Context: an optimization exercise on an open-source flow, tuned for small area, a short achievable clock period and few clock cycles. The choices shown serve that exercise and are no tape-out recipe.
Power figures rest on the tool's default switching activity, not on a simulated workload.

Design aluTop, start of the top module:
module aluTop (
	input  logic        clk,
	input  logic        rstN,
	input  logic        cyc,
	input  logic        stb,
	input  logic        we,
	input  logic [2:0]  adr,
	input  logic [31:0] datWr,
	output logic [31:0] datRd,
	output logic        ack
);
For scale: roughly 82 flip-flops, roughly 73 I/O pins, about 13,000 µm² of cells after synthesis.
==> module aluTop, before the edit <==
module aluTop (
	input  logic        clk,
	input  logic        rstN,
	input  logic        cyc,
	input  logic        stb,
	input  logic        we,
	input  logic [2:0]  adr,
	input  logic [31:0] datWr,
	output logic [31:0] datRd,
	output logic        ack
);
	logic [15:0] opA, opB;
	logic [3:0]  opCode;
	logic [15:0] accH, accL;         
	logic [2:0]  cnt;                
	logic        mMul, mDiv;         
	logic req, wrA, wrB, wrOp;
	assign req  = cyc & stb & ~ack;
	assign wrA  = req & we & (adr == 3'd0);
	assign wrB  = req & we & (adr == 3'd1);
	assign wrOp = req & we & (adr == 3'd2);
	logic nMul, nDiv, opLoad, load;
	assign nMul   = (datWr[3:0] == 4'd2);
	assign nDiv   = (datWr[3:0] == 4'd3) | (datWr[3:0] == 4'd4);
	assign opLoad = wrOp & ~((nMul & mMul) | (nDiv & mDiv));
	assign load   = wrA | wrB | opLoad;
	logic [19:0] mulSum;
	logic [15:0] mulH, mulL;
	assign mulSum = {4'd0, accH} + opB * accL[3:0];
	assign mulH   = mulSum[19:4];
	assign mulL   = {mulSum[3:0], accL[15:4]};
	function automatic logic [17:0] divStep(input logic [15:0] r, input logic [1:0] a,
			input logic [15:0] b);
		logic [18:0] w, d1, d2, d3, s3, c3;
		logic [1:0]  q;
		w  = {1'b0, r, a};
		d1 = w - {3'd0, b};
		d2 = w - {2'd0, b, 1'b0};
		s3 = w ^ ~{2'd0, b, 1'b0} ^ ~{3'd0, b};
		c3 = {(w[17:0] & ~{1'd0, b, 1'b0}) | (w[17:0] & ~{2'd0, b}) |
			(~{1'd0, b, 1'b0} & ~{2'd0, b}), 1'b1};
		d3 = s3 + c3 + 19'd1;
		q[1] = ~d2[18];
		q[0] = ~d3[18] | (~d1[18] & d2[18]);
		case (q)
			2'd3:    divStep = {q, d3[15:0]};
			2'd2:    divStep = {q, d2[15:0]};
			2'd1:    divStep = {q, d1[15:0]};
			default: divStep = {q, w[15:0]};
		endcase
	endfunction
	logic [17:0] st1, st2;
	logic [15:0] divH, divL;
	assign st1  = divStep(accH, accL[15:14], opB);
	assign st2  = divStep(st1[15:0], accL[13:12], opB);
	assign divH = st2[15:0];
	assign divL = {accL[11:0], st1[17:16], st2[17:16]};
	logic        sub;
	logic [16:0] asSum;
	logic [15:0] asH;
	assign sub   = opCode[0];
	assign asSum = {1'b0, opA} + {1'b0, opB ^ {16{sub}}} + 17'(sub);
	assign asH   = {{15{sub & ~asSum[16]}}, asSum[16] ^ sub};
	logic doneNow;
	assign doneNow = (cnt <= 3'd1);
	logic isOp0, isOp1, isOp2, isOp3, isOp4, ovf;
	assign isOp0 = (opCode == 4'd0);
	assign isOp1 = (opCode == 4'd1);
	assign isOp2 = (opCode == 4'd2);
	assign isOp3 = (opCode == 4'd3);
	assign isOp4 = (opCode == 4'd4);
	assign ovf   = (opA[15] == opB[15]) & (asSum[15] != opA[15]);
	logic sA, sB, sO, sL, sHL, sHH, sZ, sV;
	always_ff @(posedge clk) begin
		if (!rstN) begin
			ack    <= 1'b0;
			opA    <= '0;
			opB    <= '0;
			opCode <= '0;
			mMul   <= 1'b0;
			mDiv   <= 1'b0;
			cnt    <= 3'd1;
		end else begin
			ack <= req & (we | (adr != 3'd3) | doneNow);
			if (wrA) opA <= datWr[15:0];
			if (wrB) opB <= datWr[15:0];
			if (wrOp) begin
				opCode <= datWr[3:0];
				mMul   <= nMul;
				mDiv   <= nDiv;
			end
			if (wrA | wrB)       cnt <= (mMul | mDiv) ? 3'd4 : 3'd1;
			else if (opLoad)     cnt <= (nMul | nDiv) ? 3'd4 : 3'd1;
			else if (cnt != '0)  cnt <= cnt - 3'd1;
		end
	end
	always_ff @(posedge clk) begin
		if (load) begin
			accH <= 16'd0;
			accL <= wrA ? datWr[15:0] : opA;
		end else if (cnt != '0) begin
			accH <= mMul ? mulH : mDiv ? divH : asH;
			accL <= mMul ? mulL : mDiv ? divL : asSum[15:0];
		end
	end
	always_ff @(posedge clk) begin
		sA  <= (adr == 3'd0);
		sB  <= (adr == 3'd1);
		sO  <= (adr == 3'd2);
		sL  <= (adr == 3'd3) & (isOp0 | isOp1 | isOp2 | isOp3);
		sHL <= (adr == 3'd3) & isOp4;
		sHH <= (adr == 3'd3) & (isOp0 | isOp1 | isOp2);
		sZ  <= (adr == 3'd4) & (isOp3 | isOp4) & (opB == 16'd0);
		sV  <= (adr == 3'd4) & isOp0 & ovf;
	end
	assign datRd[31:16] = {16{sHH}} & accH;
	assign datRd[15:0]  = ({16{sA}} & opA) | ({16{sB}} & opB) | ({12'd0, {4{sO}} & opCode}) |
		({16{sL}} & accL) | ({16{sHL}} & accH) | {14'd0, sZ, sV};
endmodule
Settings: LEC_CHECK=0, ABC_CLOCK_PERIOD_IN_PS=8000, CAP_MARGIN=20, CORE_MARGIN=2, CORE_UTILIZATION=40, SLEW_MARGIN=20; clock period 45.0 ns.
run.sh (not shown) runs the stock make flow with config.mk's settings and CLKGATE_MAP_FILE= SYNTH_SCRIPT=/design/flow/synth_recipe.tcl, a recipe that flattens the netlist after the stock synthesis.
Edit:
--- a/flow/design.v
+++ b/flow/design.v
@@ -38,5 +38,5 @@
 	logic [3:0]  opCode;
 	logic [15:0] accH, accL;         
-	logic [2:0]  cnt;                
+	logic [3:0]  cnt;                
 	logic        mMul, mDiv;         
 	logic req, wrA, wrB, wrOp;
@@ -55,30 +55,16 @@
 	assign mulH   = mulSum[19:4];
 	assign mulL   = {mulSum[3:0], accL[15:4]};
-	function automatic logic [17:0] divStep(input logic [15:0] r, input logic [1:0] a,
+	function automatic logic [16:0] divStep(input logic [15:0] r, input logic a,
 			input logic [15:0] b);
-		logic [18:0] w, d1, d2, d3, s3, c3;
-		logic [1:0]  q;
-		w  = {1'b0, r, a};
-		d1 = w - {3'd0, b};
-		d2 = w - {2'd0, b, 1'b0};
-		s3 = w ^ ~{2'd0, b, 1'b0} ^ ~{3'd0, b};
-		c3 = {(w[17:0] & ~{1'd0, b, 1'b0}) | (w[17:0] & ~{2'd0, b}) |
-			(~{1'd0, b, 1'b0} & ~{2'd0, b}), 1'b1};
-		d3 = s3 + c3 + 19'd1;
-		q[1] = ~d2[18];
-		q[0] = ~d3[18] | (~d1[18] & d2[18]);
-		case (q)
-			2'd3:    divStep = {q, d3[15:0]};
-			2'd2:    divStep = {q, d2[15:0]};
-			2'd1:    divStep = {q, d1[15:0]};
-			default: divStep = {q, w[15:0]};
-		endcase
+		logic [17:0] d;
+		d = {1'b0, r, a} - {2'd0, b};
+		divStep = d[17] ? {1'b0, r[14:0], a} : {1'b1, d[15:0]};
 	endfunction
-	logic [17:0] st1, st2;
+	logic [16:0] st1, st2;
 	logic [15:0] divH, divL;
-	assign st1  = divStep(accH, accL[15:14], opB);
-	assign st2  = divStep(st1[15:0], accL[13:12], opB);
+	assign st1  = divStep(accH, accL[15], opB);
+	assign st2  = divStep(st1[15:0], accL[14], opB);
 	assign divH = st2[15:0];
-	assign divL = {accL[11:0], st1[17:16], st2[17:16]};
+	assign divL = {accL[13:0], st1[16], st2[16]};
 	logic        sub;
 	logic [16:0] asSum;
@@ -88,5 +74,5 @@
 	assign asH   = {{15{sub & ~asSum[16]}}, asSum[16] ^ sub};
 	logic doneNow;
-	assign doneNow = (cnt <= 3'd1);
+	assign doneNow = (cnt <= 4'd1);
 	logic isOp0, isOp1, isOp2, isOp3, isOp4, ovf;
 	assign isOp0 = (opCode == 4'd0);
@@ -105,5 +91,5 @@
 			mMul   <= 1'b0;
 			mDiv   <= 1'b0;
-			cnt    <= 3'd1;
+			cnt    <= 4'd1;
 		end else begin
 			ack <= req & (we | (adr != 3'd3) | doneNow);
@@ -115,7 +101,7 @@
 				mDiv   <= nDiv;
 			end
-			if (wrA | wrB)       cnt <= (mMul | mDiv) ? 3'd4 : 3'd1;
-			else if (opLoad)     cnt <= (nMul | nDiv) ? 3'd4 : 3'd1;
-			else if (cnt != '0)  cnt <= cnt - 3'd1;
+			if (wrA | wrB)       cnt <= mDiv ? 4'd8 : mMul ? 4'd4 : 4'd1;
+			else if (opLoad)     cnt <= nDiv ? 4'd8 : nMul ? 4'd4 : 4'd1;
+			else if (cnt != '0)  cnt <= cnt - 4'd1;
 		end
 	end
Effect: Power falls by well over a third. Die area drops by a quarter to a third. Utilization is higher by 0.23 points. First-iteration DRC count decreases by about a fifth. Register-to-register slack gets better by 2.8 ns. Global-route usage is lower by 1.1 points. Final area drops by a quarter to a third. Sequential power hardly moves. Worst hold slack improves by 0.033 ns. Setup slack got worse by 0.013 ns. Combinational power drops by well over a third. Synthesized cell count fell by a quarter to a third. Clock power falls by about a fifth.
No functional check of the RTL was part of any run of this note.

## re-timing with driven ports
The flow's constraints put no driver on any port. The routed layouts listed below were extracted and timed again, unchanged, in two steps.
Step 1 sets driving cells, clkbuf_16 on the clock port and buf_2 on the other inputs (assumed; they add their load-dependent delay and slew).
Step 2 moves the port delays by t, midway between the first and last clock arrival at a register: inputs arrive t later, outputs are due t later. That takes back most of the time a late clock gives input paths.
a / b / c = ideal ports / drivers / drivers and shift; a / b = the first two.
| run | shift t [ns] | slack for setup (ns) | hold slack, ns |
|---|---|---|---|
| the first run | 0.388 | 32.714 / 32.732 / 32.344 | 0.510 / 0.510 / 0.510 |
| the second run | 0.393 | 32.702 / 32.721 / 32.328 | 0.543 / 0.543 / 0.543 |
After both steps every run listed still meets setup and hold. For the second run, which loses most, drivers alone change the setup slack by +0.019 ns; drivers and shift together by -0.374 ns.
